This is an optimization exercise on Yosys and OpenROAD, whose aim is small area, a short achievable clock period and few clock cycles per item, not a production implementation.
The RTL was checked by simulation tests, not by an equivalence proof against the original design.
Power and IR drop assume default switching activity. The flow treats the clock pin as an ideal source, which a real chip does not have.

==> flow/design.v (outline; a module is shown in full before it is edited, if it fits) <==
// module predec: 21 lines
// module hi_wr: 6 lines
// module row_dec: 14 lines
// module mem_next: 9 lines
// module rd_sel2n: 9 lines
// module vnand4: 9 lines
// module vnor2: 7 lines
// module axil_mem_subsys: 321 lines
module axil_mem_subsys (
  input  logic                  clk_i,
  input  logic                  rst_ni,
  input  logic                  req_i,
  output logic                  gnt_o,
  output logic                  rvalid_o,
  input  logic                  we_i,
  input  logic [(32 / 8)-1:0]   be_i,
  input  logic [32-1:0]   addr_i,
  input  logic [32-1:0]   wdata_i,
  output logic [32-1:0]   rdata_o,
  output logic                  err_o
);
  // ...
==> flow/flow/run.sh <==
#!/bin/bash
# The standard layout (standard.sh) with a few ORFS variables changed:
# - REMOVE_ABC_BUFFERS=1: the floorplan step removes synthesis buffers instead
#   of repairing timing before placement, when the high-fanout nets have no
#   buffers yet and every path looks slow;
# - the port buffers are buf_4 (the buf family can be resized for timing);
# - CTS without dummy loads, with larger sink clusters;
# - more rounds of antenna repair after detailed routing.
# Each tool's output goes to run.log in the work folder; ORFS keeps a log per
# step under orfs/logs.
set -euo pipefail
cd "$(dirname "$0")/.."
bash standard.sh \
  REMOVE_ABC_BUFFERS=1 \
  "BUFFER_PORTS_ARGS=-buffer_cell sky130_fd_sc_hd__buf_4" \
  "CTS_ARGS=-sink_clustering_enable -repair_clock_nets -dont_use_dummy_load -sink_clustering_size 30 -sink_clustering_max_diameter 80" \
  MAX_REPAIR_ANTENNAS_ITER_DRT=12 \
  finish > run.log 2>&1
==> flow/standard.sh <==
#!/bin/bash
# synth_recipe.tcl (not shown) runs the flow's synth.tcl, then flattens the netlist and writes it again
# the make line also repeats each setting of config.mk as NAME=value (left out here)
make -C /OpenROAD-flow-scripts/flow DESIGN_CONFIG=/design/flow/config.mk WORK_HOME=/design/flow/orfs CLKGATE_MAP_FILE= SYNTH_SCRIPT=/design/flow/synth_recipe.tcl "${@:-finish}"
==> flow/config.mk <==
export PLATFORM = sky130hd
export DESIGN_NAME = axil_mem_subsys
export DESIGN_NICKNAME = axil_mem_subsys
export VERILOG_FILES = /design/flow/design.v
export SDC_FILE = /design/flow/constraint.sdc
export NUM_CORES = 8
export LEC_CHECK = 0
export CAP_MARGIN = 40
export CORE_MARGIN = 2
export CORE_UTILIZATION = 60
export SETUP_SLACK_MARGIN = 4.5
export SLEW_MARGIN = 50
export SYNTH_HIERARCHICAL = 1
==> flow/constraint.sdc <==
create_clock -name core_clock -period 8.0 [get_ports {clk_i}]
set_input_delay 1.6000 -clock core_clock [delete_from_list [all_inputs] [get_ports {clk_i}]]
set_output_delay 1.6000 -clock core_clock [all_outputs]
set_load 0.01 [all_outputs]
==> run notes, run 1 <==
----------------------------------------------------
[Drt]
  Met1 layer wirelength in the final routing ... 397 mm
  Post-DRT Antenna Nets ... 0
  Number of iterations in the first detailed-routing pass ... 7
  Top routing layer in use ... met5
  Routed via count ... roughly 250k
  Post-route DRC violation count ... 0
  DR vias/cell ... 7.32

[Place]
  Standard cell area after detailed placement ... 0.286 mm^2
  Instance count after placement with tap cells included ... around 34000

[Floorplanning]
  Die area ... around 0.46 mm^2
  I/O pins ... roughly 110

[Global route]
  Most used routing layer in global routing ... met2

[Worst setup path]
  Number of cells on the critical path ... 10
  Capturing element type of the critical path ... flop

[Finish]
  Share of cell area taken by flip-flops and latches ... 0.557
  Leading registers by flop count ... mem_q x8192, part_q x64
  Multi-input combinational cell count ... around 19000
  Area used by multi-input combinational logic ... around 0.11 mm^2
  Share of the final layout cell area in multi-input gates ... 0.364

[Clock network]
  Num CTS Buffers ... 325
  Max clock buf depth ... 4

[Worst hold path]
  Hold Path Stages ... 1

[Status]
  Result of the run ... timing/DRC/antenna clean

[Yosys]
  Post-synth EDFFs ... 0
  Adder-Cell Fraction of Synth Area ... 0

----------------------------------------------------
Testbench counts, summed over its fixed seeds: cycles 4,808, accesses 4,800.
==> module predec, before the edit <==
module predec (
  input  logic [15:2]    addr,
  input  logic           wr,       
  output logic [16-1:0] lo,
  output logic [16-1:0] low,
  output logic [16-1:0] low_n,
  output logic [16-1:0] hi
);
  logic in_range;
  assign in_range = addr[15:10] == '0;
  always_comb begin
    for (int k = 0; k < 16; k++) begin
      lo[k]    = addr[5:2] == k[3:0];
      low[k]   = lo[k] & wr;
      low_n[k] = ~low[k];
    end
    for (int k = 0; k < 16; k++) begin
      hi[k] = in_range & (addr[9:6] == k[3:0]);
    end
  end
endmodule
==> module row_dec, before the edit <==
module row_dec (
  input  logic lo,
  input  logic hi,
  input  logic low,
  input  logic low_n,
  input  logic hi_n,
  output logic sel_n,
  output logic wsel,
  output logic wsel_n
);
  assign sel_n  = ~(lo & hi);
  assign wsel   = ~(low_n | hi_n);
  assign wsel_n = ~(low & hi);
endmodule
==> run 2, diff against run 1 <==
==> flow/design.v (replaced) <==
package axil_bridge_pkg;
  typedef enum logic [1:0] {
    RESP_OKAY   = 2'b00,
    RESP_EXOKAY = 2'b01,
    RESP_SLVERR = 2'b10,
    RESP_DECERR = 2'b11
  } axi_resp_e;
  typedef enum logic [3:0] {
    IDLE,
    READ_START,
    AR_HANDSHAKE,
    R_HANDSHAKE,
    READ_END,
    WRITE_START,
    AW_HANDSHAKE,
    W_HANDSHAKE,
    WRITE_END
  } bridge_state_e;
endpackage
module predec (
  input  logic [15:2]    addr,
  input  logic           wr,       
  output logic [16-1:0] lo_n,
  output logic [16-1:0] low,
  output logic [16-1:0] hi
);
  logic in_range;
  assign in_range = addr[15:10] == '0;
  always_comb begin
    for (int k = 0; k < 16; k++) begin
      lo_n[k]  = addr[5:2] != k[3:0];
      low[k]   = ~lo_n[k] & wr;
    end
    for (int k = 0; k < 16; k++) begin
      hi[k] = in_range & (addr[9:6] == k[3:0]);
    end
  end
endmodule
module row_dec (
  input  logic low,
  input  logic hi,
  output logic wsel,
  output logic wsel_n
);
  assign wsel_n = ~(low & hi);
  assign wsel   = ~wsel_n;
endmodule
module rd_hsel2 (
  input  logic [8-1:0] h0,    
  input  logic [8-1:0] h1,
  input  logic [8-1:0] g0,
  input  logic [8-1:0] g1,
  output logic [8-1:0] y_n
);
  assign y_n = ~((h0 & g0) | (h1 & g1));
endmodule
module mem_next (
  input  logic [8-1:0] q,
  input  logic [8-1:0] wsel,      
  input  logic [8-1:0] wsel_n,
  input  logic [8-1:0] wcol,
  output logic [8-1:0] d
);
  assign d = ~((q | wsel) & (wsel_n | wcol));
endmodule
module rd_sel2n (
  input  logic [8-1:0] sel_n0,    
  input  logic [8-1:0] sel_n1,
  input  logic [8-1:0] q0,
  input  logic [8-1:0] q1,
  output logic [8-1:0] y
);
  assign y = ~((q0 | sel_n0) & (q1 | sel_n1));
endmodule
module vnand4 (
  input  logic [8-1:0] a,
  input  logic [8-1:0] b,
  input  logic [8-1:0] c,
  input  logic [8-1:0] d,
  output logic [8-1:0] y
);
  assign y = ~(a & b & c & d);
endmodule
module vnor2 (
  input  logic [8-1:0] a,
  input  logic [8-1:0] b,
  output logic [8-1:0] y
);
  assign y = ~(a | b);
endmodule
`timescale 1ns/1ps
module axil_mem_subsys (
  input  logic                  clk_i,
  input  logic                  rst_ni,
  input  logic                  req_i,
  output logic                  gnt_o,
  output logic                  rvalid_o,
  input  logic                  we_i,
  input  logic [(32 / 8)-1:0]   be_i,
  input  logic [32-1:0]   addr_i,
  input  logic [32-1:0]   wdata_i,
  output logic [32-1:0]   rdata_o,
  output logic                  err_o
);
  localparam int NW  = 256;
  localparam int DW  = 32;
  localparam int BW  = (32 / 8);
  localparam int NS  = 4;          
  localparam int SW  = DW / NS;       
  logic [NW*DW-1:0] mem_q;
  logic [NW*DW-1:0] mem_d;
  logic [DW-1:0]    p_q;       
  logic             in_range;
  logic             wr;
  logic [DW-1:0]    wcol;      
  logic [NS*2*SW-1:0] part_d;    
  logic [NS*2*SW-1:0] part_q;
  logic [DW-1:0]    inv_q;     
  logic [DW-1:0]    rd;
  logic             rvalid_q;
  logic             err_q;
  assign in_range = addr_i[15:10] == '0;
  assign wr       = req_i & we_i & rst_ni;
  always_comb begin
    for (int i = 0; i < DW; i++) begin
      wcol[i] = wdata_i[i] ^ p_q[i];
    end
  end
  always_ff @(posedge clk_i) begin
    p_q   <= ~p_q;
    mem_q <= mem_d;
  end
  for (genvar s = 0; s < NS; s++) begin : g_slice
    logic [16-1:0] lo_n, low;
    logic [16-1:0] hi;
    logic [NW-1:0]  wsel;      
    logic [NW-1:0]  wsel_n;
    predec u_pre (
      .addr  (addr_i[15:2]),
      .wr    (wr & (|be_i[s*1 +: 1])),
      .lo_n  (lo_n),
      .low   (low),
      .hi    (hi)
    );
    for (genvar r = 0; r < NW; r++) begin : g_word
      row_dec u_dec (
        .low    (low[r%16]),
        .hi     (hi[r/16]),
        .wsel   (wsel[r]),
        .wsel_n (wsel_n[r])
      );
      mem_next u_next (
        .q      (mem_q[r*DW + s*SW +: SW]),
        .wsel   ({SW{wsel[r]}}),
        .wsel_n ({SW{wsel_n[r]}}),
        .wcol   (wcol[s*SW +: SW]),
        .d      (mem_d[r*DW + s*SW +: SW])
      );
    end
    logic [128*SW-1:0] l1;
    rd_sel2n u_l1_0 (.sel_n0 ({SW{lo_n[0]}}), .sel_n1 ({SW{lo_n[1]}}), .q0 (mem_q[(0*DW + s*SW) +: SW]), .q1 (mem_q[(1*DW + s*SW) +: SW]), .y (l1[0*SW +: SW]));
    rd_sel2n u_l1_1 (.sel_n0 ({SW{lo_n[2]}}), .sel_n1 ({SW{lo_n[3]}}), .q0 (mem_q[(2*DW + s*SW) +: SW]), .q1 (mem_q[(3*DW + s*SW) +: SW]), .y (l1[1*SW +: SW]));
    rd_sel2n u_l1_2 (.sel_n0 ({SW{lo_n[4]}}), .sel_n1 ({SW{lo_n[5]}}), .q0 (mem_q[(4*DW + s*SW) +: SW]), .q1 (mem_q[(5*DW + s*SW) +: SW]), .y (l1[2*SW +: SW]));
    rd_sel2n u_l1_3 (.sel_n0 ({SW{lo_n[6]}}), .sel_n1 ({SW{lo_n[7]}}), .q0 (mem_q[(6*DW + s*SW) +: SW]), .q1 (mem_q[(7*DW + s*SW) +: SW]), .y (l1[3*SW +: SW]));
    rd_sel2n u_l1_4 (.sel_n0 ({SW{lo_n[8]}}), .sel_n1 ({SW{lo_n[9]}}), .q0 (mem_q[(8*DW + s*SW) +: SW]), .q1 (mem_q[(9*DW + s*SW) +: SW]), .y (l1[4*SW +: SW]));
    rd_sel2n u_l1_5 (.sel_n0 ({SW{lo_n[10]}}), .sel_n1 ({SW{lo_n[11]}}), .q0 (mem_q[(10*DW + s*SW) +: SW]), .q1 (mem_q[(11*DW + s*SW) +: SW]), .y (l1[5*SW +: SW]));
    rd_sel2n u_l1_6 (.sel_n0 ({SW{lo_n[12]}}), .sel_n1 ({SW{lo_n[13]}}), .q0 (mem_q[(12*DW + s*SW) +: SW]), .q1 (mem_q[(13*DW + s*SW) +: SW]), .y (l1[6*SW +: SW]));
    rd_sel2n u_l1_7 (.sel_n0 ({SW{lo_n[14]}}), .sel_n1 ({SW{lo_n[15]}}), .q0 (mem_q[(14*DW + s*SW) +: SW]), .q1 (mem_q[(15*DW + s*SW) +: SW]), .y (l1[7*SW +: SW]));
    rd_sel2n u_l1_8 (.sel_n0 ({SW{lo_n[0]}}), .sel_n1 ({SW{lo_n[1]}}), .q0 (mem_q[(16*DW + s*SW) +: SW]), .q1 (mem_q[(17*DW + s*SW) +: SW]), .y (l1[8*SW +: SW]));
    rd_sel2n u_l1_9 (.sel_n0 ({SW{lo_n[2]}}), .sel_n1 ({SW{lo_n[3]}}), .q0 (mem_q[(18*DW + s*SW) +: SW]), .q1 (mem_q[(19*DW + s*SW) +: SW]), .y (l1[9*SW +: SW]));
    rd_sel2n u_l1_10 (.sel_n0 ({SW{lo_n[4]}}), .sel_n1 ({SW{lo_n[5]}}), .q0 (mem_q[(20*DW + s*SW) +: SW]), .q1 (mem_q[(21*DW + s*SW) +: SW]), .y (l1[10*SW +: SW]));
    rd_sel2n u_l1_11 (.sel_n0 ({SW{lo_n[6]}}), .sel_n1 ({SW{lo_n[7]}}), .q0 (mem_q[(22*DW + s*SW) +: SW]), .q1 (mem_q[(23*DW + s*SW) +: SW]), .y (l1[11*SW +: SW]));
    rd_sel2n u_l1_12 (.sel_n0 ({SW{lo_n[8]}}), .sel_n1 ({SW{lo_n[9]}}), .q0 (mem_q[(24*DW + s*SW) +: SW]), .q1 (mem_q[(25*DW + s*SW) +: SW]), .y (l1[12*SW +: SW]));
    rd_sel2n u_l1_13 (.sel_n0 ({SW{lo_n[10]}}), .sel_n1 ({SW{lo_n[11]}}), .q0 (mem_q[(26*DW + s*SW) +: SW]), .q1 (mem_q[(27*DW + s*SW) +: SW]), .y (l1[13*SW +: SW]));
    rd_sel2n u_l1_14 (.sel_n0 ({SW{lo_n[12]}}), .sel_n1 ({SW{lo_n[13]}}), .q0 (mem_q[(28*DW + s*SW) +: SW]), .q1 (mem_q[(29*DW + s*SW) +: SW]), .y (l1[14*SW +: SW]));
    rd_sel2n u_l1_15 (.sel_n0 ({SW{lo_n[14]}}), .sel_n1 ({SW{lo_n[15]}}), .q0 (mem_q[(30*DW + s*SW) +: SW]), .q1 (mem_q[(31*DW + s*SW) +: SW]), .y (l1[15*SW +: SW]));
    rd_sel2n u_l1_16 (.sel_n0 ({SW{lo_n[0]}}), .sel_n1 ({SW{lo_n[1]}}), .q0 (mem_q[(32*DW + s*SW) +: SW]), .q1 (mem_q[(33*DW + s*SW) +: SW]), .y (l1[16*SW +: SW]));
    rd_sel2n u_l1_17 (.sel_n0 ({SW{lo_n[2]}}), .sel_n1 ({SW{lo_n[3]}}), .q0 (mem_q[(34*DW + s*SW) +: SW]), .q1 (mem_q[(35*DW + s*SW) +: SW]), .y (l1[17*SW +: SW]));
    rd_sel2n u_l1_18 (.sel_n0 ({SW{lo_n[4]}}), .sel_n1 ({SW{lo_n[5]}}), .q0 (mem_q[(36*DW + s*SW) +: SW]), .q1 (mem_q[(37*DW + s*SW) +: SW]), .y (l1[18*SW +: SW]));
    rd_sel2n u_l1_19 (.sel_n0 ({SW{lo_n[6]}}), .sel_n1 ({SW{lo_n[7]}}), .q0 (mem_q[(38*DW + s*SW) +: SW]), .q1 (mem_q[(39*DW + s*SW) +: SW]), .y (l1[19*SW +: SW]));
    rd_sel2n u_l1_20 (.sel_n0 ({SW{lo_n[8]}}), .sel_n1 ({SW{lo_n[9]}}), .q0 (mem_q[(40*DW + s*SW) +: SW]), .q1 (mem_q[(41*DW + s*SW) +: SW]), .y (l1[20*SW +: SW]));
    rd_sel2n u_l1_21 (.sel_n0 ({SW{lo_n[10]}}), .sel_n1 ({SW{lo_n[11]}}), .q0 (mem_q[(42*DW + s*SW) +: SW]), .q1 (mem_q[(43*DW + s*SW) +: SW]), .y (l1[21*SW +: SW]));
    rd_sel2n u_l1_22 (.sel_n0 ({SW{lo_n[12]}}), .sel_n1 ({SW{lo_n[13]}}), .q0 (mem_q[(44*DW + s*SW) +: SW]), .q1 (mem_q[(45*DW + s*SW) +: SW]), .y (l1[22*SW +: SW]));
    rd_sel2n u_l1_23 (.sel_n0 ({SW{lo_n[14]}}), .sel_n1 ({SW{lo_n[15]}}), .q0 (mem_q[(46*DW + s*SW) +: SW]), .q1 (mem_q[(47*DW + s*SW) +: SW]), .y (l1[23*SW +: SW]));
    rd_sel2n u_l1_24 (.sel_n0 ({SW{lo_n[0]}}), .sel_n1 ({SW{lo_n[1]}}), .q0 (mem_q[(48*DW + s*SW) +: SW]), .q1 (mem_q[(49*DW + s*SW) +: SW]), .y (l1[24*SW +: SW]));
    rd_sel2n u_l1_25 (.sel_n0 ({SW{lo_n[2]}}), .sel_n1 ({SW{lo_n[3]}}), .q0 (mem_q[(50*DW + s*SW) +: SW]), .q1 (mem_q[(51*DW + s*SW) +: SW]), .y (l1[25*SW +: SW]));
    rd_sel2n u_l1_26 (.sel_n0 ({SW{lo_n[4]}}), .sel_n1 ({SW{lo_n[5]}}), .q0 (mem_q[(52*DW + s*SW) +: SW]), .q1 (mem_q[(53*DW + s*SW) +: SW]), .y (l1[26*SW +: SW]));
    rd_sel2n u_l1_27 (.sel_n0 ({SW{lo_n[6]}}), .sel_n1 ({SW{lo_n[7]}}), .q0 (mem_q[(54*DW + s*SW) +: SW]), .q1 (mem_q[(55*DW + s*SW) +: SW]), .y (l1[27*SW +: SW]));
    rd_sel2n u_l1_28 (.sel_n0 ({SW{lo_n[8]}}), .sel_n1 ({SW{lo_n[9]}}), .q0 (mem_q[(56*DW + s*SW) +: SW]), .q1 (mem_q[(57*DW + s*SW) +: SW]), .y (l1[28*SW +: SW]));
    rd_sel2n u_l1_29 (.sel_n0 ({SW{lo_n[10]}}), .sel_n1 ({SW{lo_n[11]}}), .q0 (mem_q[(58*DW + s*SW) +: SW]), .q1 (mem_q[(59*DW + s*SW) +: SW]), .y (l1[29*SW +: SW]));
    rd_sel2n u_l1_30 (.sel_n0 ({SW{lo_n[12]}}), .sel_n1 ({SW{lo_n[13]}}), .q0 (mem_q[(60*DW + s*SW) +: SW]), .q1 (mem_q[(61*DW + s*SW) +: SW]), .y (l1[30*SW +: SW]));
    rd_sel2n u_l1_31 (.sel_n0 ({SW{lo_n[14]}}), .sel_n1 ({SW{lo_n[15]}}), .q0 (mem_q[(62*DW + s*SW) +: SW]), .q1 (mem_q[(63*DW + s*SW) +: SW]), .y (l1[31*SW +: SW]));
    rd_sel2n u_l1_32 (.sel_n0 ({SW{lo_n[0]}}), .sel_n1 ({SW{lo_n[1]}}), .q0 (mem_q[(64*DW + s*SW) +: SW]), .q1 (mem_q[(65*DW + s*SW) +: SW]), .y (l1[32*SW +: SW]));
    rd_sel2n u_l1_33 (.sel_n0 ({SW{lo_n[2]}}), .sel_n1 ({SW{lo_n[3]}}), .q0 (mem_q[(66*DW + s*SW) +: SW]), .q1 (mem_q[(67*DW + s*SW) +: SW]), .y (l1[33*SW +: SW]));
    rd_sel2n u_l1_34 (.sel_n0 ({SW{lo_n[4]}}), .sel_n1 ({SW{lo_n[5]}}), .q0 (mem_q[(68*DW + s*SW) +: SW]), .q1 (mem_q[(69*DW + s*SW) +: SW]), .y (l1[34*SW +: SW]));
    rd_sel2n u_l1_35 (.sel_n0 ({SW{lo_n[6]}}), .sel_n1 ({SW{lo_n[7]}}), .q0 (mem_q[(70*DW + s*SW) +: SW]), .q1 (mem_q[(71*DW + s*SW) +: SW]), .y (l1[35*SW +: SW]));
    rd_sel2n u_l1_36 (.sel_n0 ({SW{lo_n[8]}}), .sel_n1 ({SW{lo_n[9]}}), .q0 (mem_q[(72*DW + s*SW) +: SW]), .q1 (mem_q[(73*DW + s*SW) +: SW]), .y (l1[36*SW +: SW]));
    rd_sel2n u_l1_37 (.sel_n0 ({SW{lo_n[10]}}), .sel_n1 ({SW{lo_n[11]}}), .q0 (mem_q[(74*DW + s*SW) +: SW]), .q1 (mem_q[(75*DW + s*SW) +: SW]), .y (l1[37*SW +: SW]));
    rd_sel2n u_l1_38 (.sel_n0 ({SW{lo_n[12]}}), .sel_n1 ({SW{lo_n[13]}}), .q0 (mem_q[(76*DW + s*SW) +: SW]), .q1 (mem_q[(77*DW + s*SW) +: SW]), .y (l1[38*SW +: SW]));
    rd_sel2n u_l1_39 (.sel_n0 ({SW{lo_n[14]}}), .sel_n1 ({SW{lo_n[15]}}), .q0 (mem_q[(78*DW + s*SW) +: SW]), .q1 (mem_q[(79*DW + s*SW) +: SW]), .y (l1[39*SW +: SW]));
    rd_sel2n u_l1_40 (.sel_n0 ({SW{lo_n[0]}}), .sel_n1 ({SW{lo_n[1]}}), .q0 (mem_q[(80*DW + s*SW) +: SW]), .q1 (mem_q[(81*DW + s*SW) +: SW]), .y (l1[40*SW +: SW]));
    rd_sel2n u_l1_41 (.sel_n0 ({SW{lo_n[2]}}), .sel_n1 ({SW{lo_n[3]}}), .q0 (mem_q[(82*DW + s*SW) +: SW]), .q1 (mem_q[(83*DW + s*SW) +: SW]), .y (l1[41*SW +: SW]));
    rd_sel2n u_l1_42 (.sel_n0 ({SW{lo_n[4]}}), .sel_n1 ({SW{lo_n[5]}}), .q0 (mem_q[(84*DW + s*SW) +: SW]), .q1 (mem_q[(85*DW + s*SW) +: SW]), .y (l1[42*SW +: SW]));
    rd_sel2n u_l1_43 (.sel_n0 ({SW{lo_n[6]}}), .sel_n1 ({SW{lo_n[7]}}), .q0 (mem_q[(86*DW + s*SW) +: SW]), .q1 (mem_q[(87*DW + s*SW) +: SW]), .y (l1[43*SW +: SW]));
    rd_sel2n u_l1_44 (.sel_n0 ({SW{lo_n[8]}}), .sel_n1 ({SW{lo_n[9]}}), .q0 (mem_q[(88*DW + s*SW) +: SW]), .q1 (mem_q[(89*DW + s*SW) +: SW]), .y (l1[44*SW +: SW]));
    rd_sel2n u_l1_45 (.sel_n0 ({SW{lo_n[10]}}), .sel_n1 ({SW{lo_n[11]}}), .q0 (mem_q[(90*DW + s*SW) +: SW]), .q1 (mem_q[(91*DW + s*SW) +: SW]), .y (l1[45*SW +: SW]));
    rd_sel2n u_l1_46 (.sel_n0 ({SW{lo_n[12]}}), .sel_n1 ({SW{lo_n[13]}}), .q0 (mem_q[(92*DW + s*SW) +: SW]), .q1 (mem_q[(93*DW + s*SW) +: SW]), .y (l1[46*SW +: SW]));
    rd_sel2n u_l1_47 (.sel_n0 ({SW{lo_n[14]}}), .sel_n1 ({SW{lo_n[15]}}), .q0 (mem_q[(94*DW + s*SW) +: SW]), .q1 (mem_q[(95*DW + s*SW) +: SW]), .y (l1[47*SW +: SW]));
    rd_sel2n u_l1_48 (.sel_n0 ({SW{lo_n[0]}}), .sel_n1 ({SW{lo_n[1]}}), .q0 (mem_q[(96*DW + s*SW) +: SW]), .q1 (mem_q[(97*DW + s*SW) +: SW]), .y (l1[48*SW +: SW]));
    rd_sel2n u_l1_49 (.sel_n0 ({SW{lo_n[2]}}), .sel_n1 ({SW{lo_n[3]}}), .q0 (mem_q[(98*DW + s*SW) +: SW]), .q1 (mem_q[(99*DW + s*SW) +: SW]), .y (l1[49*SW +: SW]));
    rd_sel2n u_l1_50 (.sel_n0 ({SW{lo_n[4]}}), .sel_n1 ({SW{lo_n[5]}}), .q0 (mem_q[(100*DW + s*SW) +: SW]), .q1 (mem_q[(101*DW + s*SW) +: SW]), .y (l1[50*SW +: SW]));
    rd_sel2n u_l1_51 (.sel_n0 ({SW{lo_n[6]}}), .sel_n1 ({SW{lo_n[7]}}), .q0 (mem_q[(102*DW + s*SW) +: SW]), .q1 (mem_q[(103*DW + s*SW) +: SW]), .y (l1[51*SW +: SW]));
    rd_sel2n u_l1_52 (.sel_n0 ({SW{lo_n[8]}}), .sel_n1 ({SW{lo_n[9]}}), .q0 (mem_q[(104*DW + s*SW) +: SW]), .q1 (mem_q[(105*DW + s*SW) +: SW]), .y (l1[52*SW +: SW]));
    rd_sel2n u_l1_53 (.sel_n0 ({SW{lo_n[10]}}), .sel_n1 ({SW{lo_n[11]}}), .q0 (mem_q[(106*DW + s*SW) +: SW]), .q1 (mem_q[(107*DW + s*SW) +: SW]), .y (l1[53*SW +: SW]));
    rd_sel2n u_l1_54 (.sel_n0 ({SW{lo_n[12]}}), .sel_n1 ({SW{lo_n[13]}}), .q0 (mem_q[(108*DW + s*SW) +: SW]), .q1 (mem_q[(109*DW + s*SW) +: SW]), .y (l1[54*SW +: SW]));
    rd_sel2n u_l1_55 (.sel_n0 ({SW{lo_n[14]}}), .sel_n1 ({SW{lo_n[15]}}), .q0 (mem_q[(110*DW + s*SW) +: SW]), .q1 (mem_q[(111*DW + s*SW) +: SW]), .y (l1[55*SW +: SW]));
    rd_sel2n u_l1_56 (.sel_n0 ({SW{lo_n[0]}}), .sel_n1 ({SW{lo_n[1]}}), .q0 (mem_q[(112*DW + s*SW) +: SW]), .q1 (mem_q[(113*DW + s*SW) +: SW]), .y (l1[56*SW +: SW]));
    rd_sel2n u_l1_57 (.sel_n0 ({SW{lo_n[2]}}), .sel_n1 ({SW{lo_n[3]}}), .q0 (mem_q[(114*DW + s*SW) +: SW]), .q1 (mem_q[(115*DW + s*SW) +: SW]), .y (l1[57*SW +: SW]));
    rd_sel2n u_l1_58 (.sel_n0 ({SW{lo_n[4]}}), .sel_n1 ({SW{lo_n[5]}}), .q0 (mem_q[(116*DW + s*SW) +: SW]), .q1 (mem_q[(117*DW + s*SW) +: SW]), .y (l1[58*SW +: SW]));
    rd_sel2n u_l1_59 (.sel_n0 ({SW{lo_n[6]}}), .sel_n1 ({SW{lo_n[7]}}), .q0 (mem_q[(118*DW + s*SW) +: SW]), .q1 (mem_q[(119*DW + s*SW) +: SW]), .y (l1[59*SW +: SW]));
    rd_sel2n u_l1_60 (.sel_n0 ({SW{lo_n[8]}}), .sel_n1 ({SW{lo_n[9]}}), .q0 (mem_q[(120*DW + s*SW) +: SW]), .q1 (mem_q[(121*DW + s*SW) +: SW]), .y (l1[60*SW +: SW]));
    rd_sel2n u_l1_61 (.sel_n0 ({SW{lo_n[10]}}), .sel_n1 ({SW{lo_n[11]}}), .q0 (mem_q[(122*DW + s*SW) +: SW]), .q1 (mem_q[(123*DW + s*SW) +: SW]), .y (l1[61*SW +: SW]));
    rd_sel2n u_l1_62 (.sel_n0 ({SW{lo_n[12]}}), .sel_n1 ({SW{lo_n[13]}}), .q0 (mem_q[(124*DW + s*SW) +: SW]), .q1 (mem_q[(125*DW + s*SW) +: SW]), .y (l1[62*SW +: SW]));
    rd_sel2n u_l1_63 (.sel_n0 ({SW{lo_n[14]}}), .sel_n1 ({SW{lo_n[15]}}), .q0 (mem_q[(126*DW + s*SW) +: SW]), .q1 (mem_q[(127*DW + s*SW) +: SW]), .y (l1[63*SW +: SW]));
    rd_sel2n u_l1_64 (.sel_n0 ({SW{lo_n[0]}}), .sel_n1 ({SW{lo_n[1]}}), .q0 (mem_q[(128*DW + s*SW) +: SW]), .q1 (mem_q[(129*DW + s*SW) +: SW]), .y (l1[64*SW +: SW]));
    rd_sel2n u_l1_65 (.sel_n0 ({SW{lo_n[2]}}), .sel_n1 ({SW{lo_n[3]}}), .q0 (mem_q[(130*DW + s*SW) +: SW]), .q1 (mem_q[(131*DW + s*SW) +: SW]), .y (l1[65*SW +: SW]));
    rd_sel2n u_l1_66 (.sel_n0 ({SW{lo_n[4]}}), .sel_n1 ({SW{lo_n[5]}}), .q0 (mem_q[(132*DW + s*SW) +: SW]), .q1 (mem_q[(133*DW + s*SW) +: SW]), .y (l1[66*SW +: SW]));
    rd_sel2n u_l1_67 (.sel_n0 ({SW{lo_n[6]}}), .sel_n1 ({SW{lo_n[7]}}), .q0 (mem_q[(134*DW + s*SW) +: SW]), .q1 (mem_q[(135*DW + s*SW) +: SW]), .y (l1[67*SW +: SW]));
    rd_sel2n u_l1_68 (.sel_n0 ({SW{lo_n[8]}}), .sel_n1 ({SW{lo_n[9]}}), .q0 (mem_q[(136*DW + s*SW) +: SW]), .q1 (mem_q[(137*DW + s*SW) +: SW]), .y (l1[68*SW +: SW]));
    rd_sel2n u_l1_69 (.sel_n0 ({SW{lo_n[10]}}), .sel_n1 ({SW{lo_n[11]}}), .q0 (mem_q[(138*DW + s*SW) +: SW]), .q1 (mem_q[(139*DW + s*SW) +: SW]), .y (l1[69*SW +: SW]));
    rd_sel2n u_l1_70 (.sel_n0 ({SW{lo_n[12]}}), .sel_n1 ({SW{lo_n[13]}}), .q0 (mem_q[(140*DW + s*SW) +: SW]), .q1 (mem_q[(141*DW + s*SW) +: SW]), .y (l1[70*SW +: SW]));
    rd_sel2n u_l1_71 (.sel_n0 ({SW{lo_n[14]}}), .sel_n1 ({SW{lo_n[15]}}), .q0 (mem_q[(142*DW + s*SW) +: SW]), .q1 (mem_q[(143*DW + s*SW) +: SW]), .y (l1[71*SW +: SW]));
    rd_sel2n u_l1_72 (.sel_n0 ({SW{lo_n[0]}}), .sel_n1 ({SW{lo_n[1]}}), .q0 (mem_q[(144*DW + s*SW) +: SW]), .q1 (mem_q[(145*DW + s*SW) +: SW]), .y (l1[72*SW +: SW]));
    rd_sel2n u_l1_73 (.sel_n0 ({SW{lo_n[2]}}), .sel_n1 ({SW{lo_n[3]}}), .q0 (mem_q[(146*DW + s*SW) +: SW]), .q1 (mem_q[(147*DW + s*SW) +: SW]), .y (l1[73*SW +: SW]));
    rd_sel2n u_l1_74 (.sel_n0 ({SW{lo_n[4]}}), .sel_n1 ({SW{lo_n[5]}}), .q0 (mem_q[(148*DW + s*SW) +: SW]), .q1 (mem_q[(149*DW + s*SW) +: SW]), .y (l1[74*SW +: SW]));
    rd_sel2n u_l1_75 (.sel_n0 ({SW{lo_n[6]}}), .sel_n1 ({SW{lo_n[7]}}), .q0 (mem_q[(150*DW + s*SW) +: SW]), .q1 (mem_q[(151*DW + s*SW) +: SW]), .y (l1[75*SW +: SW]));
    rd_sel2n u_l1_76 (.sel_n0 ({SW{lo_n[8]}}), .sel_n1 ({SW{lo_n[9]}}), .q0 (mem_q[(152*DW + s*SW) +: SW]), .q1 (mem_q[(153*DW + s*SW) +: SW]), .y (l1[76*SW +: SW]));
    rd_sel2n u_l1_77 (.sel_n0 ({SW{lo_n[10]}}), .sel_n1 ({SW{lo_n[11]}}), .q0 (mem_q[(154*DW + s*SW) +: SW]), .q1 (mem_q[(155*DW + s*SW) +: SW]), .y (l1[77*SW +: SW]));
    rd_sel2n u_l1_78 (.sel_n0 ({SW{lo_n[12]}}), .sel_n1 ({SW{lo_n[13]}}), .q0 (mem_q[(156*DW + s*SW) +: SW]), .q1 (mem_q[(157*DW + s*SW) +: SW]), .y (l1[78*SW +: SW]));
    rd_sel2n u_l1_79 (.sel_n0 ({SW{lo_n[14]}}), .sel_n1 ({SW{lo_n[15]}}), .q0 (mem_q[(158*DW + s*SW) +: SW]), .q1 (mem_q[(159*DW + s*SW) +: SW]), .y (l1[79*SW +: SW]));
    rd_sel2n u_l1_80 (.sel_n0 ({SW{lo_n[0]}}), .sel_n1 ({SW{lo_n[1]}}), .q0 (mem_q[(160*DW + s*SW) +: SW]), .q1 (mem_q[(161*DW + s*SW) +: SW]), .y (l1[80*SW +: SW]));
    rd_sel2n u_l1_81 (.sel_n0 ({SW{lo_n[2]}}), .sel_n1 ({SW{lo_n[3]}}), .q0 (mem_q[(162*DW + s*SW) +: SW]), .q1 (mem_q[(163*DW + s*SW) +: SW]), .y (l1[81*SW +: SW]));
    rd_sel2n u_l1_82 (.sel_n0 ({SW{lo_n[4]}}), .sel_n1 ({SW{lo_n[5]}}), .q0 (mem_q[(164*DW + s*SW) +: SW]), .q1 (mem_q[(165*DW + s*SW) +: SW]), .y (l1[82*SW +: SW]));
    rd_sel2n u_l1_83 (.sel_n0 ({SW{lo_n[6]}}), .sel_n1 ({SW{lo_n[7]}}), .q0 (mem_q[(166*DW + s*SW) +: SW]), .q1 (mem_q[(167*DW + s*SW) +: SW]), .y (l1[83*SW +: SW]));
    rd_sel2n u_l1_84 (.sel_n0 ({SW{lo_n[8]}}), .sel_n1 ({SW{lo_n[9]}}), .q0 (mem_q[(168*DW + s*SW) +: SW]), .q1 (mem_q[(169*DW + s*SW) +: SW]), .y (l1[84*SW +: SW]));
    rd_sel2n u_l1_85 (.sel_n0 ({SW{lo_n[10]}}), .sel_n1 ({SW{lo_n[11]}}), .q0 (mem_q[(170*DW + s*SW) +: SW]), .q1 (mem_q[(171*DW + s*SW) +: SW]), .y (l1[85*SW +: SW]));
    rd_sel2n u_l1_86 (.sel_n0 ({SW{lo_n[12]}}), .sel_n1 ({SW{lo_n[13]}}), .q0 (mem_q[(172*DW + s*SW) +: SW]), .q1 (mem_q[(173*DW + s*SW) +: SW]), .y (l1[86*SW +: SW]));
    rd_sel2n u_l1_87 (.sel_n0 ({SW{lo_n[14]}}), .sel_n1 ({SW{lo_n[15]}}), .q0 (mem_q[(174*DW + s*SW) +: SW]), .q1 (mem_q[(175*DW + s*SW) +: SW]), .y (l1[87*SW +: SW]));
    rd_sel2n u_l1_88 (.sel_n0 ({SW{lo_n[0]}}), .sel_n1 ({SW{lo_n[1]}}), .q0 (mem_q[(176*DW + s*SW) +: SW]), .q1 (mem_q[(177*DW + s*SW) +: SW]), .y (l1[88*SW +: SW]));
    rd_sel2n u_l1_89 (.sel_n0 ({SW{lo_n[2]}}), .sel_n1 ({SW{lo_n[3]}}), .q0 (mem_q[(178*DW + s*SW) +: SW]), .q1 (mem_q[(179*DW + s*SW) +: SW]), .y (l1[89*SW +: SW]));
    rd_sel2n u_l1_90 (.sel_n0 ({SW{lo_n[4]}}), .sel_n1 ({SW{lo_n[5]}}), .q0 (mem_q[(180*DW + s*SW) +: SW]), .q1 (mem_q[(181*DW + s*SW) +: SW]), .y (l1[90*SW +: SW]));
    rd_sel2n u_l1_91 (.sel_n0 ({SW{lo_n[6]}}), .sel_n1 ({SW{lo_n[7]}}), .q0 (mem_q[(182*DW + s*SW) +: SW]), .q1 (mem_q[(183*DW + s*SW) +: SW]), .y (l1[91*SW +: SW]));
    rd_sel2n u_l1_92 (.sel_n0 ({SW{lo_n[8]}}), .sel_n1 ({SW{lo_n[9]}}), .q0 (mem_q[(184*DW + s*SW) +: SW]), .q1 (mem_q[(185*DW + s*SW) +: SW]), .y (l1[92*SW +: SW]));
    rd_sel2n u_l1_93 (.sel_n0 ({SW{lo_n[10]}}), .sel_n1 ({SW{lo_n[11]}}), .q0 (mem_q[(186*DW + s*SW) +: SW]), .q1 (mem_q[(187*DW + s*SW) +: SW]), .y (l1[93*SW +: SW]));
    rd_sel2n u_l1_94 (.sel_n0 ({SW{lo_n[12]}}), .sel_n1 ({SW{lo_n[13]}}), .q0 (mem_q[(188*DW + s*SW) +: SW]), .q1 (mem_q[(189*DW + s*SW) +: SW]), .y (l1[94*SW +: SW]));
    rd_sel2n u_l1_95 (.sel_n0 ({SW{lo_n[14]}}), .sel_n1 ({SW{lo_n[15]}}), .q0 (mem_q[(190*DW + s*SW) +: SW]), .q1 (mem_q[(191*DW + s*SW) +: SW]), .y (l1[95*SW +: SW]));
    rd_sel2n u_l1_96 (.sel_n0 ({SW{lo_n[0]}}), .sel_n1 ({SW{lo_n[1]}}), .q0 (mem_q[(192*DW + s*SW) +: SW]), .q1 (mem_q[(193*DW + s*SW) +: SW]), .y (l1[96*SW +: SW]));
    rd_sel2n u_l1_97 (.sel_n0 ({SW{lo_n[2]}}), .sel_n1 ({SW{lo_n[3]}}), .q0 (mem_q[(194*DW + s*SW) +: SW]), .q1 (mem_q[(195*DW + s*SW) +: SW]), .y (l1[97*SW +: SW]));
    rd_sel2n u_l1_98 (.sel_n0 ({SW{lo_n[4]}}), .sel_n1 ({SW{lo_n[5]}}), .q0 (mem_q[(196*DW + s*SW) +: SW]), .q1 (mem_q[(197*DW + s*SW) +: SW]), .y (l1[98*SW +: SW]));
    rd_sel2n u_l1_99 (.sel_n0 ({SW{lo_n[6]}}), .sel_n1 ({SW{lo_n[7]}}), .q0 (mem_q[(198*DW + s*SW) +: SW]), .q1 (mem_q[(199*DW + s*SW) +: SW]), .y (l1[99*SW +: SW]));
    rd_sel2n u_l1_100 (.sel_n0 ({SW{lo_n[8]}}), .sel_n1 ({SW{lo_n[9]}}), .q0 (mem_q[(200*DW + s*SW) +: SW]), .q1 (mem_q[(201*DW + s*SW) +: SW]), .y (l1[100*SW +: SW]));
    rd_sel2n u_l1_101 (.sel_n0 ({SW{lo_n[10]}}), .sel_n1 ({SW{lo_n[11]}}), .q0 (mem_q[(202*DW + s*SW) +: SW]), .q1 (mem_q[(203*DW + s*SW) +: SW]), .y (l1[101*SW +: SW]));
    rd_sel2n u_l1_102 (.sel_n0 ({SW{lo_n[12]}}), .sel_n1 ({SW{lo_n[13]}}), .q0 (mem_q[(204*DW + s*SW) +: SW]), .q1 (mem_q[(205*DW + s*SW) +: SW]), .y (l1[102*SW +: SW]));
    rd_sel2n u_l1_103 (.sel_n0 ({SW{lo_n[14]}}), .sel_n1 ({SW{lo_n[15]}}), .q0 (mem_q[(206*DW + s*SW) +: SW]), .q1 (mem_q[(207*DW + s*SW) +: SW]), .y (l1[103*SW +: SW]));
    rd_sel2n u_l1_104 (.sel_n0 ({SW{lo_n[0]}}), .sel_n1 ({SW{lo_n[1]}}), .q0 (mem_q[(208*DW + s*SW) +: SW]), .q1 (mem_q[(209*DW + s*SW) +: SW]), .y (l1[104*SW +: SW]));
    rd_sel2n u_l1_105 (.sel_n0 ({SW{lo_n[2]}}), .sel_n1 ({SW{lo_n[3]}}), .q0 (mem_q[(210*DW + s*SW) +: SW]), .q1 (mem_q[(211*DW + s*SW) +: SW]), .y (l1[105*SW +: SW]));
    rd_sel2n u_l1_106 (.sel_n0 ({SW{lo_n[4]}}), .sel_n1 ({SW{lo_n[5]}}), .q0 (mem_q[(212*DW + s*SW) +: SW]), .q1 (mem_q[(213*DW + s*SW) +: SW]), .y (l1[106*SW +: SW]));
    rd_sel2n u_l1_107 (.sel_n0 ({SW{lo_n[6]}}), .sel_n1 ({SW{lo_n[7]}}), .q0 (mem_q[(214*DW + s*SW) +: SW]), .q1 (mem_q[(215*DW + s*SW) +: SW]), .y (l1[107*SW +: SW]));
    rd_sel2n u_l1_108 (.sel_n0 ({SW{lo_n[8]}}), .sel_n1 ({SW{lo_n[9]}}), .q0 (mem_q[(216*DW + s*SW) +: SW]), .q1 (mem_q[(217*DW + s*SW) +: SW]), .y (l1[108*SW +: SW]));
    rd_sel2n u_l1_109 (.sel_n0 ({SW{lo_n[10]}}), .sel_n1 ({SW{lo_n[11]}}), .q0 (mem_q[(218*DW + s*SW) +: SW]), .q1 (mem_q[(219*DW + s*SW) +: SW]), .y (l1[109*SW +: SW]));
    rd_sel2n u_l1_110 (.sel_n0 ({SW{lo_n[12]}}), .sel_n1 ({SW{lo_n[13]}}), .q0 (mem_q[(220*DW + s*SW) +: SW]), .q1 (mem_q[(221*DW + s*SW) +: SW]), .y (l1[110*SW +: SW]));
    rd_sel2n u_l1_111 (.sel_n0 ({SW{lo_n[14]}}), .sel_n1 ({SW{lo_n[15]}}), .q0 (mem_q[(222*DW + s*SW) +: SW]), .q1 (mem_q[(223*DW + s*SW) +: SW]), .y (l1[111*SW +: SW]));
    rd_sel2n u_l1_112 (.sel_n0 ({SW{lo_n[0]}}), .sel_n1 ({SW{lo_n[1]}}), .q0 (mem_q[(224*DW + s*SW) +: SW]), .q1 (mem_q[(225*DW + s*SW) +: SW]), .y (l1[112*SW +: SW]));
    rd_sel2n u_l1_113 (.sel_n0 ({SW{lo_n[2]}}), .sel_n1 ({SW{lo_n[3]}}), .q0 (mem_q[(226*DW + s*SW) +: SW]), .q1 (mem_q[(227*DW + s*SW) +: SW]), .y (l1[113*SW +: SW]));
    rd_sel2n u_l1_114 (.sel_n0 ({SW{lo_n[4]}}), .sel_n1 ({SW{lo_n[5]}}), .q0 (mem_q[(228*DW + s*SW) +: SW]), .q1 (mem_q[(229*DW + s*SW) +: SW]), .y (l1[114*SW +: SW]));
    rd_sel2n u_l1_115 (.sel_n0 ({SW{lo_n[6]}}), .sel_n1 ({SW{lo_n[7]}}), .q0 (mem_q[(230*DW + s*SW) +: SW]), .q1 (mem_q[(231*DW + s*SW) +: SW]), .y (l1[115*SW +: SW]));
    rd_sel2n u_l1_116 (.sel_n0 ({SW{lo_n[8]}}), .sel_n1 ({SW{lo_n[9]}}), .q0 (mem_q[(232*DW + s*SW) +: SW]), .q1 (mem_q[(233*DW + s*SW) +: SW]), .y (l1[116*SW +: SW]));
    rd_sel2n u_l1_117 (.sel_n0 ({SW{lo_n[10]}}), .sel_n1 ({SW{lo_n[11]}}), .q0 (mem_q[(234*DW + s*SW) +: SW]), .q1 (mem_q[(235*DW + s*SW) +: SW]), .y (l1[117*SW +: SW]));
    rd_sel2n u_l1_118 (.sel_n0 ({SW{lo_n[12]}}), .sel_n1 ({SW{lo_n[13]}}), .q0 (mem_q[(236*DW + s*SW) +: SW]), .q1 (mem_q[(237*DW + s*SW) +: SW]), .y (l1[118*SW +: SW]));
    rd_sel2n u_l1_119 (.sel_n0 ({SW{lo_n[14]}}), .sel_n1 ({SW{lo_n[15]}}), .q0 (mem_q[(238*DW + s*SW) +: SW]), .q1 (mem_q[(239*DW + s*SW) +: SW]), .y (l1[119*SW +: SW]));
    rd_sel2n u_l1_120 (.sel_n0 ({SW{lo_n[0]}}), .sel_n1 ({SW{lo_n[1]}}), .q0 (mem_q[(240*DW + s*SW) +: SW]), .q1 (mem_q[(241*DW + s*SW) +: SW]), .y (l1[120*SW +: SW]));
    rd_sel2n u_l1_121 (.sel_n0 ({SW{lo_n[2]}}), .sel_n1 ({SW{lo_n[3]}}), .q0 (mem_q[(242*DW + s*SW) +: SW]), .q1 (mem_q[(243*DW + s*SW) +: SW]), .y (l1[121*SW +: SW]));
    rd_sel2n u_l1_122 (.sel_n0 ({SW{lo_n[4]}}), .sel_n1 ({SW{lo_n[5]}}), .q0 (mem_q[(244*DW + s*SW) +: SW]), .q1 (mem_q[(245*DW + s*SW) +: SW]), .y (l1[122*SW +: SW]));
    rd_sel2n u_l1_123 (.sel_n0 ({SW{lo_n[6]}}), .sel_n1 ({SW{lo_n[7]}}), .q0 (mem_q[(246*DW + s*SW) +: SW]), .q1 (mem_q[(247*DW + s*SW) +: SW]), .y (l1[123*SW +: SW]));
    rd_sel2n u_l1_124 (.sel_n0 ({SW{lo_n[8]}}), .sel_n1 ({SW{lo_n[9]}}), .q0 (mem_q[(248*DW + s*SW) +: SW]), .q1 (mem_q[(249*DW + s*SW) +: SW]), .y (l1[124*SW +: SW]));
    rd_sel2n u_l1_125 (.sel_n0 ({SW{lo_n[10]}}), .sel_n1 ({SW{lo_n[11]}}), .q0 (mem_q[(250*DW + s*SW) +: SW]), .q1 (mem_q[(251*DW + s*SW) +: SW]), .y (l1[125*SW +: SW]));
    rd_sel2n u_l1_126 (.sel_n0 ({SW{lo_n[12]}}), .sel_n1 ({SW{lo_n[13]}}), .q0 (mem_q[(252*DW + s*SW) +: SW]), .q1 (mem_q[(253*DW + s*SW) +: SW]), .y (l1[126*SW +: SW]));
    rd_sel2n u_l1_127 (.sel_n0 ({SW{lo_n[14]}}), .sel_n1 ({SW{lo_n[15]}}), .q0 (mem_q[(254*DW + s*SW) +: SW]), .q1 (mem_q[(255*DW + s*SW) +: SW]), .y (l1[127*SW +: SW]));
    logic [64*SW-1:0] t2;
    vnor2 u_t2_0 (.a (l1[0*SW +: SW]), .b (l1[1*SW +: SW]), .y (t2[0*SW +: SW]));
    vnor2 u_t2_1 (.a (l1[2*SW +: SW]), .b (l1[3*SW +: SW]), .y (t2[1*SW +: SW]));
    vnor2 u_t2_2 (.a (l1[4*SW +: SW]), .b (l1[5*SW +: SW]), .y (t2[2*SW +: SW]));
    vnor2 u_t2_3 (.a (l1[6*SW +: SW]), .b (l1[7*SW +: SW]), .y (t2[3*SW +: SW]));
    vnor2 u_t2_4 (.a (l1[8*SW +: SW]), .b (l1[9*SW +: SW]), .y (t2[4*SW +: SW]));
    vnor2 u_t2_5 (.a (l1[10*SW +: SW]), .b (l1[11*SW +: SW]), .y (t2[5*SW +: SW]));
    vnor2 u_t2_6 (.a (l1[12*SW +: SW]), .b (l1[13*SW +: SW]), .y (t2[6*SW +: SW]));
    vnor2 u_t2_7 (.a (l1[14*SW +: SW]), .b (l1[15*SW +: SW]), .y (t2[7*SW +: SW]));
    vnor2 u_t2_8 (.a (l1[16*SW +: SW]), .b (l1[17*SW +: SW]), .y (t2[8*SW +: SW]));
    vnor2 u_t2_9 (.a (l1[18*SW +: SW]), .b (l1[19*SW +: SW]), .y (t2[9*SW +: SW]));
    vnor2 u_t2_10 (.a (l1[20*SW +: SW]), .b (l1[21*SW +: SW]), .y (t2[10*SW +: SW]));
    vnor2 u_t2_11 (.a (l1[22*SW +: SW]), .b (l1[23*SW +: SW]), .y (t2[11*SW +: SW]));
    vnor2 u_t2_12 (.a (l1[24*SW +: SW]), .b (l1[25*SW +: SW]), .y (t2[12*SW +: SW]));
    vnor2 u_t2_13 (.a (l1[26*SW +: SW]), .b (l1[27*SW +: SW]), .y (t2[13*SW +: SW]));
    vnor2 u_t2_14 (.a (l1[28*SW +: SW]), .b (l1[29*SW +: SW]), .y (t2[14*SW +: SW]));
    vnor2 u_t2_15 (.a (l1[30*SW +: SW]), .b (l1[31*SW +: SW]), .y (t2[15*SW +: SW]));
    vnor2 u_t2_16 (.a (l1[32*SW +: SW]), .b (l1[33*SW +: SW]), .y (t2[16*SW +: SW]));
    vnor2 u_t2_17 (.a (l1[34*SW +: SW]), .b (l1[35*SW +: SW]), .y (t2[17*SW +: SW]));
    vnor2 u_t2_18 (.a (l1[36*SW +: SW]), .b (l1[37*SW +: SW]), .y (t2[18*SW +: SW]));
    vnor2 u_t2_19 (.a (l1[38*SW +: SW]), .b (l1[39*SW +: SW]), .y (t2[19*SW +: SW]));
    vnor2 u_t2_20 (.a (l1[40*SW +: SW]), .b (l1[41*SW +: SW]), .y (t2[20*SW +: SW]));
    vnor2 u_t2_21 (.a (l1[42*SW +: SW]), .b (l1[43*SW +: SW]), .y (t2[21*SW +: SW]));
    vnor2 u_t2_22 (.a (l1[44*SW +: SW]), .b (l1[45*SW +: SW]), .y (t2[22*SW +: SW]));
    vnor2 u_t2_23 (.a (l1[46*SW +: SW]), .b (l1[47*SW +: SW]), .y (t2[23*SW +: SW]));
    vnor2 u_t2_24 (.a (l1[48*SW +: SW]), .b (l1[49*SW +: SW]), .y (t2[24*SW +: SW]));
    vnor2 u_t2_25 (.a (l1[50*SW +: SW]), .b (l1[51*SW +: SW]), .y (t2[25*SW +: SW]));
    vnor2 u_t2_26 (.a (l1[52*SW +: SW]), .b (l1[53*SW +: SW]), .y (t2[26*SW +: SW]));
    vnor2 u_t2_27 (.a (l1[54*SW +: SW]), .b (l1[55*SW +: SW]), .y (t2[27*SW +: SW]));
    vnor2 u_t2_28 (.a (l1[56*SW +: SW]), .b (l1[57*SW +: SW]), .y (t2[28*SW +: SW]));
    vnor2 u_t2_29 (.a (l1[58*SW +: SW]), .b (l1[59*SW +: SW]), .y (t2[29*SW +: SW]));
    vnor2 u_t2_30 (.a (l1[60*SW +: SW]), .b (l1[61*SW +: SW]), .y (t2[30*SW +: SW]));
    vnor2 u_t2_31 (.a (l1[62*SW +: SW]), .b (l1[63*SW +: SW]), .y (t2[31*SW +: SW]));
    vnor2 u_t2_32 (.a (l1[64*SW +: SW]), .b (l1[65*SW +: SW]), .y (t2[32*SW +: SW]));
    vnor2 u_t2_33 (.a (l1[66*SW +: SW]), .b (l1[67*SW +: SW]), .y (t2[33*SW +: SW]));
    vnor2 u_t2_34 (.a (l1[68*SW +: SW]), .b (l1[69*SW +: SW]), .y (t2[34*SW +: SW]));
    vnor2 u_t2_35 (.a (l1[70*SW +: SW]), .b (l1[71*SW +: SW]), .y (t2[35*SW +: SW]));
    vnor2 u_t2_36 (.a (l1[72*SW +: SW]), .b (l1[73*SW +: SW]), .y (t2[36*SW +: SW]));
    vnor2 u_t2_37 (.a (l1[74*SW +: SW]), .b (l1[75*SW +: SW]), .y (t2[37*SW +: SW]));
    vnor2 u_t2_38 (.a (l1[76*SW +: SW]), .b (l1[77*SW +: SW]), .y (t2[38*SW +: SW]));
    vnor2 u_t2_39 (.a (l1[78*SW +: SW]), .b (l1[79*SW +: SW]), .y (t2[39*SW +: SW]));
    vnor2 u_t2_40 (.a (l1[80*SW +: SW]), .b (l1[81*SW +: SW]), .y (t2[40*SW +: SW]));
    vnor2 u_t2_41 (.a (l1[82*SW +: SW]), .b (l1[83*SW +: SW]), .y (t2[41*SW +: SW]));
    vnor2 u_t2_42 (.a (l1[84*SW +: SW]), .b (l1[85*SW +: SW]), .y (t2[42*SW +: SW]));
    vnor2 u_t2_43 (.a (l1[86*SW +: SW]), .b (l1[87*SW +: SW]), .y (t2[43*SW +: SW]));
    vnor2 u_t2_44 (.a (l1[88*SW +: SW]), .b (l1[89*SW +: SW]), .y (t2[44*SW +: SW]));
    vnor2 u_t2_45 (.a (l1[90*SW +: SW]), .b (l1[91*SW +: SW]), .y (t2[45*SW +: SW]));
    vnor2 u_t2_46 (.a (l1[92*SW +: SW]), .b (l1[93*SW +: SW]), .y (t2[46*SW +: SW]));
    vnor2 u_t2_47 (.a (l1[94*SW +: SW]), .b (l1[95*SW +: SW]), .y (t2[47*SW +: SW]));
    vnor2 u_t2_48 (.a (l1[96*SW +: SW]), .b (l1[97*SW +: SW]), .y (t2[48*SW +: SW]));
    vnor2 u_t2_49 (.a (l1[98*SW +: SW]), .b (l1[99*SW +: SW]), .y (t2[49*SW +: SW]));
    vnor2 u_t2_50 (.a (l1[100*SW +: SW]), .b (l1[101*SW +: SW]), .y (t2[50*SW +: SW]));
    vnor2 u_t2_51 (.a (l1[102*SW +: SW]), .b (l1[103*SW +: SW]), .y (t2[51*SW +: SW]));
    vnor2 u_t2_52 (.a (l1[104*SW +: SW]), .b (l1[105*SW +: SW]), .y (t2[52*SW +: SW]));
    vnor2 u_t2_53 (.a (l1[106*SW +: SW]), .b (l1[107*SW +: SW]), .y (t2[53*SW +: SW]));
    vnor2 u_t2_54 (.a (l1[108*SW +: SW]), .b (l1[109*SW +: SW]), .y (t2[54*SW +: SW]));
    vnor2 u_t2_55 (.a (l1[110*SW +: SW]), .b (l1[111*SW +: SW]), .y (t2[55*SW +: SW]));
    vnor2 u_t2_56 (.a (l1[112*SW +: SW]), .b (l1[113*SW +: SW]), .y (t2[56*SW +: SW]));
    vnor2 u_t2_57 (.a (l1[114*SW +: SW]), .b (l1[115*SW +: SW]), .y (t2[57*SW +: SW]));
    vnor2 u_t2_58 (.a (l1[116*SW +: SW]), .b (l1[117*SW +: SW]), .y (t2[58*SW +: SW]));
    vnor2 u_t2_59 (.a (l1[118*SW +: SW]), .b (l1[119*SW +: SW]), .y (t2[59*SW +: SW]));
    vnor2 u_t2_60 (.a (l1[120*SW +: SW]), .b (l1[121*SW +: SW]), .y (t2[60*SW +: SW]));
    vnor2 u_t2_61 (.a (l1[122*SW +: SW]), .b (l1[123*SW +: SW]), .y (t2[61*SW +: SW]));
    vnor2 u_t2_62 (.a (l1[124*SW +: SW]), .b (l1[125*SW +: SW]), .y (t2[62*SW +: SW]));
    vnor2 u_t2_63 (.a (l1[126*SW +: SW]), .b (l1[127*SW +: SW]), .y (t2[63*SW +: SW]));
    logic [16*SW-1:0] t3;
    vnand4 u_t3_0 (.a (t2[0*SW +: SW]), .b (t2[1*SW +: SW]), .c (t2[2*SW +: SW]), .d (t2[3*SW +: SW]), .y (t3[0*SW +: SW]));
    vnand4 u_t3_1 (.a (t2[4*SW +: SW]), .b (t2[5*SW +: SW]), .c (t2[6*SW +: SW]), .d (t2[7*SW +: SW]), .y (t3[1*SW +: SW]));
    vnand4 u_t3_2 (.a (t2[8*SW +: SW]), .b (t2[9*SW +: SW]), .c (t2[10*SW +: SW]), .d (t2[11*SW +: SW]), .y (t3[2*SW +: SW]));
    vnand4 u_t3_3 (.a (t2[12*SW +: SW]), .b (t2[13*SW +: SW]), .c (t2[14*SW +: SW]), .d (t2[15*SW +: SW]), .y (t3[3*SW +: SW]));
    vnand4 u_t3_4 (.a (t2[16*SW +: SW]), .b (t2[17*SW +: SW]), .c (t2[18*SW +: SW]), .d (t2[19*SW +: SW]), .y (t3[4*SW +: SW]));
    vnand4 u_t3_5 (.a (t2[20*SW +: SW]), .b (t2[21*SW +: SW]), .c (t2[22*SW +: SW]), .d (t2[23*SW +: SW]), .y (t3[5*SW +: SW]));
    vnand4 u_t3_6 (.a (t2[24*SW +: SW]), .b (t2[25*SW +: SW]), .c (t2[26*SW +: SW]), .d (t2[27*SW +: SW]), .y (t3[6*SW +: SW]));
    vnand4 u_t3_7 (.a (t2[28*SW +: SW]), .b (t2[29*SW +: SW]), .c (t2[30*SW +: SW]), .d (t2[31*SW +: SW]), .y (t3[7*SW +: SW]));
    vnand4 u_t3_8 (.a (t2[32*SW +: SW]), .b (t2[33*SW +: SW]), .c (t2[34*SW +: SW]), .d (t2[35*SW +: SW]), .y (t3[8*SW +: SW]));
    vnand4 u_t3_9 (.a (t2[36*SW +: SW]), .b (t2[37*SW +: SW]), .c (t2[38*SW +: SW]), .d (t2[39*SW +: SW]), .y (t3[9*SW +: SW]));
    vnand4 u_t3_10 (.a (t2[40*SW +: SW]), .b (t2[41*SW +: SW]), .c (t2[42*SW +: SW]), .d (t2[43*SW +: SW]), .y (t3[10*SW +: SW]));
    vnand4 u_t3_11 (.a (t2[44*SW +: SW]), .b (t2[45*SW +: SW]), .c (t2[46*SW +: SW]), .d (t2[47*SW +: SW]), .y (t3[11*SW +: SW]));
    vnand4 u_t3_12 (.a (t2[48*SW +: SW]), .b (t2[49*SW +: SW]), .c (t2[50*SW +: SW]), .d (t2[51*SW +: SW]), .y (t3[12*SW +: SW]));
    vnand4 u_t3_13 (.a (t2[52*SW +: SW]), .b (t2[53*SW +: SW]), .c (t2[54*SW +: SW]), .d (t2[55*SW +: SW]), .y (t3[13*SW +: SW]));
    vnand4 u_t3_14 (.a (t2[56*SW +: SW]), .b (t2[57*SW +: SW]), .c (t2[58*SW +: SW]), .d (t2[59*SW +: SW]), .y (t3[14*SW +: SW]));
    vnand4 u_t3_15 (.a (t2[60*SW +: SW]), .b (t2[61*SW +: SW]), .c (t2[62*SW +: SW]), .d (t2[63*SW +: SW]), .y (t3[15*SW +: SW]));
    logic [8*SW-1:0] t4;
    rd_hsel2 u_t4_0 (.h0 ({SW{hi[0]}}), .h1 ({SW{hi[1]}}), .g0 (t3[0*SW +: SW]), .g1 (t3[1*SW +: SW]), .y_n (t4[0*SW +: SW]));
    rd_hsel2 u_t4_1 (.h0 ({SW{hi[2]}}), .h1 ({SW{hi[3]}}), .g0 (t3[2*SW +: SW]), .g1 (t3[3*SW +: SW]), .y_n (t4[1*SW +: SW]));
    rd_hsel2 u_t4_2 (.h0 ({SW{hi[4]}}), .h1 ({SW{hi[5]}}), .g0 (t3[4*SW +: SW]), .g1 (t3[5*SW +: SW]), .y_n (t4[2*SW +: SW]));
    rd_hsel2 u_t4_3 (.h0 ({SW{hi[6]}}), .h1 ({SW{hi[7]}}), .g0 (t3[6*SW +: SW]), .g1 (t3[7*SW +: SW]), .y_n (t4[3*SW +: SW]));
    rd_hsel2 u_t4_4 (.h0 ({SW{hi[8]}}), .h1 ({SW{hi[9]}}), .g0 (t3[8*SW +: SW]), .g1 (t3[9*SW +: SW]), .y_n (t4[4*SW +: SW]));
    rd_hsel2 u_t4_5 (.h0 ({SW{hi[10]}}), .h1 ({SW{hi[11]}}), .g0 (t3[10*SW +: SW]), .g1 (t3[11*SW +: SW]), .y_n (t4[5*SW +: SW]));
    rd_hsel2 u_t4_6 (.h0 ({SW{hi[12]}}), .h1 ({SW{hi[13]}}), .g0 (t3[12*SW +: SW]), .g1 (t3[13*SW +: SW]), .y_n (t4[6*SW +: SW]));
    rd_hsel2 u_t4_7 (.h0 ({SW{hi[14]}}), .h1 ({SW{hi[15]}}), .g0 (t3[14*SW +: SW]), .g1 (t3[15*SW +: SW]), .y_n (t4[7*SW +: SW]));
    logic [2*SW-1:0] t5;
    vnand4 u_t5_0 (.a (t4[0*SW +: SW]), .b (t4[1*SW +: SW]), .c (t4[2*SW +: SW]), .d (t4[3*SW +: SW]), .y (t5[0*SW +: SW]));
    vnand4 u_t5_1 (.a (t4[4*SW +: SW]), .b (t4[5*SW +: SW]), .c (t4[6*SW +: SW]), .d (t4[7*SW +: SW]), .y (t5[1*SW +: SW]));
    assign part_d[s*2*SW +: 2*SW] = t5;
    assign rd[s*SW +: SW] = part_q[(s*2 + 0)*SW +: SW] | part_q[(s*2 + 1)*SW +: SW];
    always_ff @(posedge clk_i) begin
      inv_q[s*SW +: SW] <= {SW{in_range}} & ~p_q[s*SW +: SW];
    end
    assign rdata_o[s*SW +: SW] = rd[s*SW +: SW] ^ inv_q[s*SW +: SW];
  end
  always_ff @(posedge clk_i) begin
    part_q <= part_d;
  end
  always_ff @(posedge clk_i) begin
    if (!rst_ni) begin
      rvalid_q <= 1'b0;
      err_q    <= 1'b0;
    end else begin
      rvalid_q <= req_i;
      err_q    <= req_i & ~in_range;
    end
  end
  assign gnt_o    = req_i;
  assign rvalid_o = rvalid_q;
  assign err_o    = err_q;
endmodule
==> run notes, run 2 <==
----------------------------------------------------
[Clock network]
  Max clock buf depth ... 4 (unchanged)
  TritonCTS sink count ... 8322 (unchanged)
  Num CTS Buffers ... 322 (was 325)
  Clock tree from TritonCTS ... built (unchanged)
  Buffer cell driving the clock tree root ... clkbuf_16 (unchanged)
  Hold bufs inserted after CTS ... 0 (unchanged)
  Worst-Skew Late Latency ... 1.01 ns (was 1.04 ns)

[Yosys]
  Main flop type after synthesis ... dfxtp_1 (unchanged)
  Post-synth EDFFs ... 0 (unchanged)
  Warnings, synthesis ... 8 (unchanged)
  Mapped Avg Cell Area ... 10.4 um^2 (was 9.96 um^2)
  Area share of the largest cell type after synthesis ... 0.615 (about the same)
  Synth area leaders ... dfxtp_1, o22ai_1, nor2_1, and2_1, nand2_1 (was dfxtp_1, o22ai_1, nor2_1, nand2_1, nand4_1)
  Share of async-settable or async-resettable flops after synthesis ... 0 (unchanged)

[Floorplanning]
  I/O pins ... 107 (unchanged)
  Std-Cell Rows ... 246 (unchanged)
  Y dimension of the die ... 676 um (about the same)
  Die area ... 0.457 mm^2 (about the same)

[Finish]
  Leading cell types in the layout, fill and taps excluded ... o22ai_1, dfxtp_1, nor2_1, nand2_1, and2_1 (was o22ai_1, dfxtp_1, nor2_1, nand2_1, nor2_2)
  Number of flip-flops in the largest register ... 8192 (unchanged)
  Leading registers by flop count ... mem_q x8192, part_q x64 (unchanged)
  Most common library cell in the layout ignoring fill and taps ... o22ai_1 (unchanged)

[Pwr]
  P per Cell Area ... 220 mW/mm^2 (was 211 mW/mm^2)
  Internal ... 49.9 mW (was 49.2 mW)
  Maximum ir drop on the vdd rail ... 197 uV (was 217 uV)

[Timing]
  Post-route minimum period ... 3.63 ns (was 3.69 ns)
  Layout Skew ... 0.0414 ns (was 0.0592 ns)
  Slew HR ... 0.452 (was 0.351)
  Final count of pins violating max slew ... 0 (unchanged)
  Worst Max-Slew Pin Slew ... 0.821 ns (was 0.973 ns)

[Drt]
  Routed via count ... 241839 (was 250085)
  Number of iterations in the first detailed-routing pass ... 7 (unchanged)
  Post-DRT Antenna Nets ... 0 (unchanged)
  Post-route DRC violation count ... 0 (unchanged)
  DR vias/cell ... 7.35 (was 7.32)

[Place]
  Final RePlAce weighted congestion ... 0.879 (was 0.967)
  Number of input and output port buffers inserted ... 88 (unchanged)

[Run]
  Maxcap violations ... 0 (unchanged)

[Global route]
  Vias in the first global route ... 224007 (was 228741)
  Total grt overflow ... 0 (unchanged)
  Pin count of the biggest net entering global routing ... 131 (was 122)
  Antenna violations before repair ... 30 (was 42)
  Overall routing resource usage ... 0.383 (was 0.413)

[Status]
  Result of the run ... timing/DRC/antenna clean (unchanged)

[Worst hold path]
  Worst min path class ... flop to flop (unchanged)
  End point of the worst hold path ... mem_q[5972] (was mem_q[1145])
  Hold Path Stages ... 1 (unchanged)

[Worst setup path]
  Capturing element type of the critical path ... flop (unchanged)
  Max Fanout on Critical Path ... 40 (was 44)

----------------------------------------------------
run 2: cell types whose count changed in the layout (fill, tap and decap cells not counted), moves of 132 or more:
cell | before | now
buf_4 | 449 | 317
nor2_1 | 2559 | 2047
a22oi_2 | 0 | 256
nor2_2 | 743 | 6
nand2_1 | 1999 | 1031
and2_1 | 5 | 1028
run 2: through the flow:
step           area [um^2]  hold WS (ns)  power [mW]  worst slack (ns)  cells
2_1_floorplan       271000         0.378        44.7             -3.30  25983
3_3_place_gp        284000         0.430        46.1              2.45  32378
4_1_cts             296000         0.448        65.2              4.39  32806
3_5_place_dp        287000         0.438        46.2              2.64  32460
5_1_grt             297000         0.458        66.8              4.42  32878
6_report            297000         0.446        65.3              4.37  32893
run 2: repair_timing:
item,CTS,global route
pin swaps,30,26
endpoints found under the setup margin,1702,1210
gates cloned,9,8
gates resized for setup,179,48
setup buffers,15,40
run 2: final cells by class:
class / count / area, um^2 / area share
flip-flops and latches: 8322 / 167000 / 0.562
diodes: 28 / 70.1 / 0.000236
multi-input cells: 17640 / 107000 / 0.360
well taps: 5952 / 7450 / 0.0251
clock buffers: 322 / 8060 / 0.0271
repair buffers: 597 / 7460 / 0.0251
inverters: 32 / 120 / 0.000405
run 2: cell families (layout without fill, tap and decap cells):
logic type / after synthesis / count (layout) / synth area share
other: 0 / 28 / 0
buffers and inverters: 65 / 951 / 0.00141
xor gates and xnor gates: 64 / 64 / 0.00207
and+or+nand+nor: 5020 / 5031 / 0.0866
DFF: 8322 / 8322 / 0.615
AOI/OAI and AO/OA: 12545 / 12545 / 0.295
run 2: layer usage:
| layer | global-route usage | vias to the layer above | part of all wire | wire length, um |
|---|---|---|---|---|
| met4 | 0.173 | 12 | 0.049 | 45400 |
| met1 | 0.534 | 119070 | 0.42 | 387000 |
| met3 | 0.0596 | 2027 | 0.093 | 86600 |
| met2 | 0.589 | 12408 | 0.44 | 414000 |
| met5 | 0 | - | 0.000089 | 83 |
| li1 | - | 108322 | - | - |
run 2: worst max-delay path by stage:
stage / endpoint / cells after the start
floorplan: mem_q[1015] / 2
global placement: part_q[53] / 10
detailed placement: part_q[6] / 10
CTS: part_q[0] / 10
global route: part_q[14] / 12
finish: part_q[43] / 10
run 2: power groups by stage:
stage | combinational (mW) | clock [mW] | sequential, mW
2_1_floorplan | 2.35 | 0 | 42.4
3_3_place_gp | 3.75 | 0 | 42.4
3_5_place_dp | 3.87 | 0 | 42.4
4_1_cts | 3.91 | 19.9 | 41.4
5_1_grt | 4.20 | 21.2 | 41.4
6_report | 4.10 | 19.8 | 41.4
run 2: modules after synthesis, one instance, submodules excluded, a selection:
module,cells,flops+latches,cell area (um^2)
axil_mem_subsys,8500,8322,168000
mem_next,8,0,50.0
rd_hsel2,8,0,100
rd_sel2n,8,0,50.0
row_dec,2,0,10.0
vnand4,8,0,50.0
vnor2,8,0,30.0
run 2: critical path, stage by stage:
cell and delay (ns):
buf_16 0.29, nor2b_2 0.58, nand3_4 0.54, buf_6 0.42, buf_4 0.25, o22ai_1 0.26
nor2_1 0.10, nand4_1 0.17, a22oi_2 0.07, nand4_1 0.18
Testbench counts of run 2, summed over its fixed seeds: cycles 4,808, accesses 4,800.

afterwards: timing with drivers on the ports:
Ports are ideal in the flow. The routed layouts listed here were re-timed in OpenROAD. Step 1 assumes that a clkbuf_16 drives the clock port and a buf_2 every other input. Step 2 times the ports against the registers' clock, not the clock port: input delays grow and output delays shrink by t, the midpoint of the rising clock arrivals with the driver on. a / b / c = no drivers / after step 1 / after step 2; a / b = the first two.
run | t (ns) | setup slack, ns
run 1 | 1.127 | 4.314 / 4.287 / 3.160
run 2 | 1.112 | 4.373 / 4.198 / 3.086
After both steps every run listed still meets setup and hold.
